From an optimization exercise on the open Yosys and OpenROAD flow, aimed at small area; shortcuts taken in it are not production practice. RTL that was checked went through simulation tests only; none was proved equivalent to the original. Power and IR drop assume default switching activity.

==> job 2095: inputs <==
## aligner_tmr
module aligner_tmr #(
        parameter int unsigned INCREMENT       = 3,
        parameter int unsigned DECREMENT       = 1,
        parameter int unsigned BREAK_THRESHOLD = 9,
        parameter int unsigned COUNT_W         = 5
) (
        input  logic        clk,
        input  logic        rst_n_i,
        input  logic [2:0]  fetch_valid_i,
        input  logic [95:0] fetch_rdata_i,
        input  logic [2:0]  if_valid_i,
        input  logic [2:0]  branch_i,
        input  logic [95:0] branch_addr_i,
        input  logic [2:0]  set_broken_i,
        output logic        ready_o,
        output logic        instr_valid_o,
        output logic [31:0] instr_o,
        output logic [31:0] pc_o,
        output logic [2:0]  is_broken_o,
        output logic        err_detected_o,
        output logic        err_corrected_o
);
        localparam int unsigned W = 66;
        logic [3*W-1:0] rep_out;
        logic [2:0]     block_err;
        for (genvar g = 0; g < 3; g++) begin : g_replica
                fetch_aligner i_aligner (
                        .clk           (clk),
                        .rst_n_i       (rst_n_i),
                        .fetch_valid_i (fetch_valid_i[g]),
                        .fetch_rdata_i (fetch_rdata_i[g*32 +: 32]),
                        .if_valid_i    (if_valid_i[g]),
                        .branch_i      (branch_i[g]),
                        .branch_addr_i (branch_addr_i[g*32 +: 32]),
                        .ready_o       (rep_out[g*W + 65]),
                        .instr_valid_o (rep_out[g*W + 64]),
                        .instr_o       (rep_out[g*W + 32 +: 32]),
                        .pc_o          (rep_out[g*W +: 32])
                );
                breakage_monitor #(
                        .INCREMENT       (INCREMENT),
                        .DECREMENT       (DECREMENT),
                        .BREAK_THRESHOLD (BREAK_THRESHOLD),
                        .COUNT_W         (COUNT_W)
  ...
==> module fetch_aligner, before the edit <==
module fetch_aligner (
        input  logic        clk,
        input  logic        rst_n_i,
        input  logic        fetch_valid_i,
        input  logic [31:0] fetch_rdata_i,
        input  logic        if_valid_i,
        input  logic        branch_i,
        input  logic [31:0] branch_addr_i,
        output logic        ready_o,
        output logic        instr_valid_o,
        output logic [31:0] instr_o,
        output logic [31:0] pc_o
);
        localparam logic [1:0] ALIGNED           = 2'd0;
        localparam logic [1:0] MISALIGNED32      = 2'd1;
        localparam logic [1:0] MISALIGNED16      = 2'd2;
        localparam logic [1:0] BRANCH_MISALIGNED = 2'd3;
        logic [1:0]  state_q, state_d;
        logic [31:0] pc_q;
        logic [30:0] pc_inc;
        logic [15:0] held_q;
        logic [15:0] lo_h, hi_h;
        logic        lo_c, hi_c;
        logic        st_a, st_m32, st_m16, st_bm;
        logic        take, inc2, inc4, hold;
        assign lo_h = fetch_rdata_i[15:0];
        assign hi_h = fetch_rdata_i[31:16];
        assign lo_c = lo_h[1:0] != 2'b11;
        assign hi_c = hi_h[1:0] != 2'b11;
        assign st_a   = state_q == ALIGNED;
        assign st_m32 = state_q == MISALIGNED32;
        assign st_m16 = state_q == MISALIGNED16;
        assign st_bm  = state_q == BRANCH_MISALIGNED;
        assign ready_o       = ~st_m16;
        assign instr_valid_o = ~branch_i & (st_m16 | (fetch_valid_i & (~st_bm | hi_c)));
        assign take          = instr_valid_o & if_valid_i;
        assign instr_o[15:0]  = st_a ? lo_h : (st_bm ? hi_h : held_q);
        assign instr_o[31:16] = st_m32 ? lo_h : ((st_a & ~lo_c) ? hi_h : 16'h0000);
        assign pc_o           = pc_q;
        assign inc2 = take & ((st_a & lo_c) | st_m16 | st_bm);
        assign inc4 = take & ((st_a & ~lo_c) | st_m32);
        assign pc_inc = pc_q[31:1] + {29'd0, inc4, inc2};
        always_comb begin
                state_d = state_q;
                if (branch_i) begin
                        state_d = branch_addr_i[1] ? BRANCH_MISALIGNED : ALIGNED;
                end else if (take) begin
                        if ((st_a & lo_c) | st_m32) begin
                                state_d = hi_c ? MISALIGNED16 : MISALIGNED32;
                        end else if (st_m16 | st_bm) begin
                                state_d = ALIGNED;
                        end
                end else if (st_bm & fetch_valid_i & ~hi_c) begin
                        state_d = MISALIGNED32;
                end
        end
        assign hold = (st_m32 | st_m16) & ~take;
        always_ff @(posedge clk) begin
                if (!rst_n_i) begin
                        state_q <= ALIGNED;
                        pc_q    <= '0;
                end else begin
                        state_q <= state_d;
                        pc_q    <= branch_i ? branch_addr_i : {pc_inc, pc_q[0]};
                end
        end
        always_ff @(posedge clk) begin
                if (!hold) held_q <= hi_h;
        end
endmodule
==> module tmr_voter, before the edit <==
module tmr_voter #(
        parameter int unsigned W = 66
) (
        input  logic [3*W-1:0] vote_i,
        input  logic [2:0]     broken_i,
        output logic [W-1:0]   voted_o,
        output logic [2:0]     block_err_o,
        output logic           err_detected_o,
        output logic           err_corrected_o
);
        logic [W-1:0] v0, v1, v2;
        logic [W-1:0] maj;
        logic [2:0]   odd;
        logic         none, one;
        logic [2:0]   pair;
        assign v0 = vote_i[0*W +: W];
        assign v1 = vote_i[1*W +: W];
        assign v2 = vote_i[2*W +: W];
        assign maj = (v0 & v1) | (v1 & v2) | (v0 & v2);
        assign odd[0] = |(v0 ^ maj);
        assign odd[1] = |(v1 ^ maj);
        assign odd[2] = |(v2 ^ maj);
        assign none = broken_i == 3'b000;
        assign one  = (broken_i == 3'b001) | (broken_i == 3'b010) | (broken_i == 3'b100);
        assign pair = {odd[0] | odd[1], odd[0] | odd[2], odd[1] | odd[2]} & broken_i;
        always_comb begin
                if (none)            voted_o = maj;
                else if (!broken_i[0]) voted_o = v0;
                else if (!broken_i[1]) voted_o = v1;
                else if (!broken_i[2]) voted_o = v2;
                else                 voted_o = v0;
        end
        assign err_corrected_o = none & (|odd);
        assign err_detected_o  = err_corrected_o | (one & (|pair));
        assign block_err_o     = none ? odd : ((one & (|pair)) ? ~broken_i : 3'b000);
endmodule
export LEC_CHECK = 0
export CAP_MARGIN = 20
export CORE_MARGIN = 2
export CORE_UTILIZATION = 40
export SLEW_MARGIN = 20
create_clock -name core_clock -period 8.0 [get_ports {clk}]
standard.sh (not shown) runs the stock make flow with config.mk's settings and CLKGATE_MAP_FILE= SYNTH_SCRIPT=/design/flow/synth_recipe.tcl, a recipe that flattens the netlist after the stock synthesis.
==> flow/flow/run.sh <==
#!/bin/bash
# Standard layout, with the port buffers made from the smallest buffer cell
set -e
export BUFFER_PORTS_ARGS="-buffer_cell sky130_fd_sc_hd__buf_1"
bash standard.sh > standard.log 2>&1
==> inputs of job 6701, as changes to job 2095 <==
--- a/flow/design.v
+++ b/flow/design.v
@@ -20,3 +20,5 @@
         logic [31:0] pc_q;
-        logic [30:0] pc_inc;
+        logic [31:0] pc_inc;
+        logic [31:3] ones;
+        logic        c2;
         logic [15:0] held_q;
@@ -42,3 +44,11 @@
         assign inc4 = take & ((st_a & ~lo_c) | st_m32);
-        assign pc_inc = pc_q[31:1] + {29'd0, inc4, inc2};
+        assign ones[3] = pc_q[2];
+        for (genvar i = 4; i < 32; i++) begin : g_ones
+                assign ones[i] = ones[i-1] & pc_q[i-1];
+        end
+        assign c2 = inc4 | (inc2 & pc_q[1]);
+        assign pc_inc[0]    = pc_q[0];
+        assign pc_inc[1]    = pc_q[1] ^ inc2;
+        assign pc_inc[2]    = pc_q[2] ^ c2;
+        assign pc_inc[31:3] = pc_q[31:3] ^ (ones & {29{c2}});
         always_comb begin
@@ -64,3 +74,3 @@
                         state_q <= state_d;
-                        pc_q    <= branch_i ? branch_addr_i : {pc_inc, pc_q[0]};
+                        pc_q    <= branch_i ? branch_addr_i : pc_inc;
                 end
@@ -110,17 +120,7 @@
 `timescale 1ns/1ps
-module tmr_voter #(
-        parameter int unsigned W = 66
-) (
-        input  logic [3*W-1:0] vote_i,
-        input  logic [2:0]     broken_i,
-        output logic [W-1:0]   voted_o,
-        output logic [2:0]     block_err_o,
-        output logic           err_detected_o,
-        output logic           err_corrected_o
-);
+module tmr_voter #(parameter int unsigned W = 66) (
+        input  logic [3*W-1:0] vote_i, input  logic [2:0] broken_i,
+        output logic [W-1:0] voted_o, output logic [2:0] block_err_o,
+        output logic err_detected_o, output logic err_corrected_o);
         logic [W-1:0] v0, v1, v2;
-        logic [W-1:0] maj;
-        logic [2:0]   odd;
-        logic         none, one;
-        logic [2:0]   pair;
         assign v0 = vote_i[0*W +: W];
@@ -128,16 +128,10 @@
         assign v2 = vote_i[2*W +: W];
-        assign maj = (v0 & v1) | (v1 & v2) | (v0 & v2);
-        assign odd[0] = |(v0 ^ maj);
-        assign odd[1] = |(v1 ^ maj);
-        assign odd[2] = |(v2 ^ maj);
+        logic none, one, s0, s1, s2;
         assign none = broken_i == 3'b000;
         assign one  = (broken_i == 3'b001) | (broken_i == 3'b010) | (broken_i == 3'b100);
+        assign s0 = ~none & (~broken_i[0] | (&broken_i));
+        assign s1 = broken_i[0] & ~broken_i[1];
+        assign s2 = broken_i[0] & broken_i[1] & ~broken_i[2];
+        logic [2:0] odd, pair;
         assign pair = {odd[0] | odd[1], odd[0] | odd[2], odd[1] | odd[2]} & broken_i;
-        always_comb begin
-                if (none)            voted_o = maj;
-                else if (!broken_i[0]) voted_o = v0;
-                else if (!broken_i[1]) voted_o = v1;
-                else if (!broken_i[2]) voted_o = v2;
-                else                 voted_o = v0;
-        end
         assign err_corrected_o = none & (|odd);
@@ -145,2 +139,8 @@
         assign block_err_o     = none ? odd : ((one & (|pair)) ? ~broken_i : 3'b000);
+        logic [W-1:0] d01, d12;
+        assign d01 = v0 ^ v1; assign d12 = v1 ^ v2;
+        assign odd[0] = |(d01 & ~d12);
+        assign odd[1] = |(d01 & d12);
+        assign odd[2] = |(~d01 & d12);
+        assign voted_o = v1 ^ ((d01 & ({W{s0}} | ({W{none}} & d12))) | (d12 & {W{s2}}));
 endmodule
==> flow/flow/run.sh (replaced) <==
#!/bin/bash
set -euo pipefail
HERE=$(pwd)
R=$HERE/orfs/results/sky130hd/aligner_tmr/base
YOSYS=$(command -v yosys || echo /OpenROAD-flow-scripts/tools/install/yosys/bin/yosys)
YABC=$(command -v yosys-abc || echo /OpenROAD-flow-scripts/tools/install/yosys/bin/yosys-abc)
export BUFFER_PORTS_ARGS="-buffer_cell sky130_fd_sc_hd__buf_1"
export CTS_ARGS="-sink_clustering_enable -repair_clock_nets -buf_list sky130_fd_sc_hd__clkbuf_8 -root_buf sky130_fd_sc_hd__clkbuf_8 -dont_use_dummy_load"

bash standard.sh synth > synth.log 2>&1

# Alternative synthesis
export REOPT_SCRIPT=$HERE/flow/area.abc
export REOPT_SCRIPT_TIMED=$HERE/flow/timed.abc
cat flow/abc_override.tcl synth_recipe.tcl > alt_synth.tcl
sed -e "s#WORK_HOME=[^ ]*#WORK_HOME=$HERE/alt#" \
    -e "s#SYNTH_SCRIPT=[^ ]*#SYNTH_SCRIPT=$HERE/alt_synth.tcl SYNTH_HIERARCHICAL=1#" \
    -e '/^if \[\[/,$d' standard.sh > alt_synth.sh
ALT=$HERE/alt/results/sky130hd/aligner_tmr/base/1_2_yosys.v
ok=0
if bash alt_synth.sh synth > alt_synth.log 2>&1 && [[ -f $ALT ]]; then
  ffl() { grep -E '^\s*sky130_fd_sc_hd__(e?df|dl|sdf|sedf)[a-z0-9_]* ' "$1" | awk '{t=$1; sub(/_[0-9]+$/,"",t); print $2, t}' | sort; }
  ffl $R/1_2_yosys.v > ff_std.txt
  ffl $ALT > ff_alt.txt
  export REOPT_LIB=$FLOW_HOME/platforms/sky130hd/lib/sky130_fd_sc_hd__tt_025C_1v80.lib
  export REOPT_IN=$R/1_2_yosys.v REOPT_OUT=$ALT
  export REOPT_FFMODELS=$HERE/flow/ffmodels.v REOPT_WORK=$HERE
  if [[ -s ff_std.txt ]] && cmp -s ff_std.txt ff_alt.txt \
     && $YOSYS -c flow/equiv.tcl > equiv.log 2>&1 \
     && $YABC -c "cec gold.blif gate.blif" > cec.log 2>&1 \
     && grep -q "Networks are equivalent" cec.log; then
    ok=1
  fi
fi
if [[ $ok == 1 ]]; then
  cp $R/1_2_yosys.v $R/1_2_yosys.std.v
  cp $ALT $R/1_2_yosys.v
  echo "alternative synthesis used" > choice.log
  bash standard.sh do-1_synth > synth_odb.log 2>&1
else
  echo "standard synthesis used" > choice.log
fi

bash standard.sh finish > layout.log 2>&1
==> flow/flow/abc_override.tcl (new file) <==
proc abc {args} {
  set i [lsearch -exact $args -script]
  if {$i >= 0} {
    set args [lreplace $args $i [expr {$i + 1}]]
  }
  yosys abc {*}$args -script $::env(REOPT_SCRIPT_TIMED) *fetch_aligner*
  yosys abc {*}$args -script $::env(REOPT_SCRIPT) *fetch_aligner* %n
}
proc extract_fa {args} {}
==> flow/flow/area.abc (new file) <==
strash
ifraig
dc2
dch -f
amap -m -A 10 -F 3
topo
==> flow/flow/equiv.tcl (new file) <==
# Write REOPT_IN and REOPT_OUT as flattened BLIF with plain flip-flops, for
# a combinational equivalence check (ABC cec) with the registers paired by name.
yosys -import
set lib $::env(REOPT_LIB)
foreach {tag f} [list gold $::env(REOPT_IN) gate $::env(REOPT_OUT)] {
  design -reset
  read_liberty -ignore_miss_func $lib
  read_verilog -overwrite $::env(REOPT_FFMODELS)
  read_verilog $f
  hierarchy -top aligner_tmr
  flatten
  yosys proc
  techmap
  yosys rename -hide w:* w:*.Q %d x:* %d
  opt_clean -purge
  write_blif $::env(REOPT_WORK)/$tag.blif
}
==> flow/flow/ffmodels.v (new file) <==
module sky130_fd_sc_hd__dfxtp_1 (input CLK, input D, output reg Q);
  always @(posedge CLK) Q <= D;
endmodule
module sky130_fd_sc_hd__edfxtp_1 (input CLK, input D, input DE, output reg Q);
  always @(posedge CLK) if (DE) Q <= D;
endmodule
==> flow/flow/timed.abc (new file) <==
strash
ifraig
dc2
dch -f
amap -m -A 10 -F 3
topo
CORE_UTILIZATION = 55   (was 40)
SETUP_SLACK_MARGIN = 0.1   (was default)
==> impl_results.md <==
* Busiest layer in global routing: met1
* Internal power at 1.74 mW
* Status: timing/DRC/antenna clean
* VDD IR-drop max at 175 uV
* Primary flip-flop cell chosen by synthesis mapping: sky130_fd_sc_hd__dfxtp_1
* End of the worst register-to-register path: g_replica[0].i_aligner.pc_q[26]
* Die ar. at 42,800 sq um
* Leading cell types by count after synthesis: sky130_fd_sc_hd__nand2_1, sky130_fd_sc_hd__nor2_1, sky130_fd_sc_hd__a21oi_1
-- figures above: job 2095

==> impl_results.md <==
* Status: timing/DRC/antenna clean
* Slowest cell delay on critical path at 760 ps
* Register area at 3720 sq um
* VDD IR-drop max at 114 uV
* Final estimated routing congestion in global placement at 1.07
* Die ar. at 22,500 sq um
* M1 wire length at 18.6 mm
-- figures above: job 6701

Function not checked in job 2095: the RTL went through the layout flow alone.

-- static timing again, ports no longer ideal --
No port has a modelled driver above. Below, the same layouts with a new extraction and two added sets of constraints.
Step 1, drivers: a clkbuf_16 drives clk and a buf_2 each remaining input, both assumed.
Step 2 also shifts input and output timing later by t, the mid clock arrival at the registers, as if the neighbouring blocks saw the same clock.
Three values: ideal, step 1, step 2; two values: the first two.
| run | shift t [ns] | setup WS [ns] | clock arrival spread, ns |
|---|---|---|---|
| job 2095 | 0.545 | 1.272 / 1.216 / 1.317 | 0.016 / 0.016 |
| job 6701 | 0.516 | 0.797 / 0.749 / 0.856 | 0.037 / 0.037 |
After both steps every run listed still meets setup and hold.
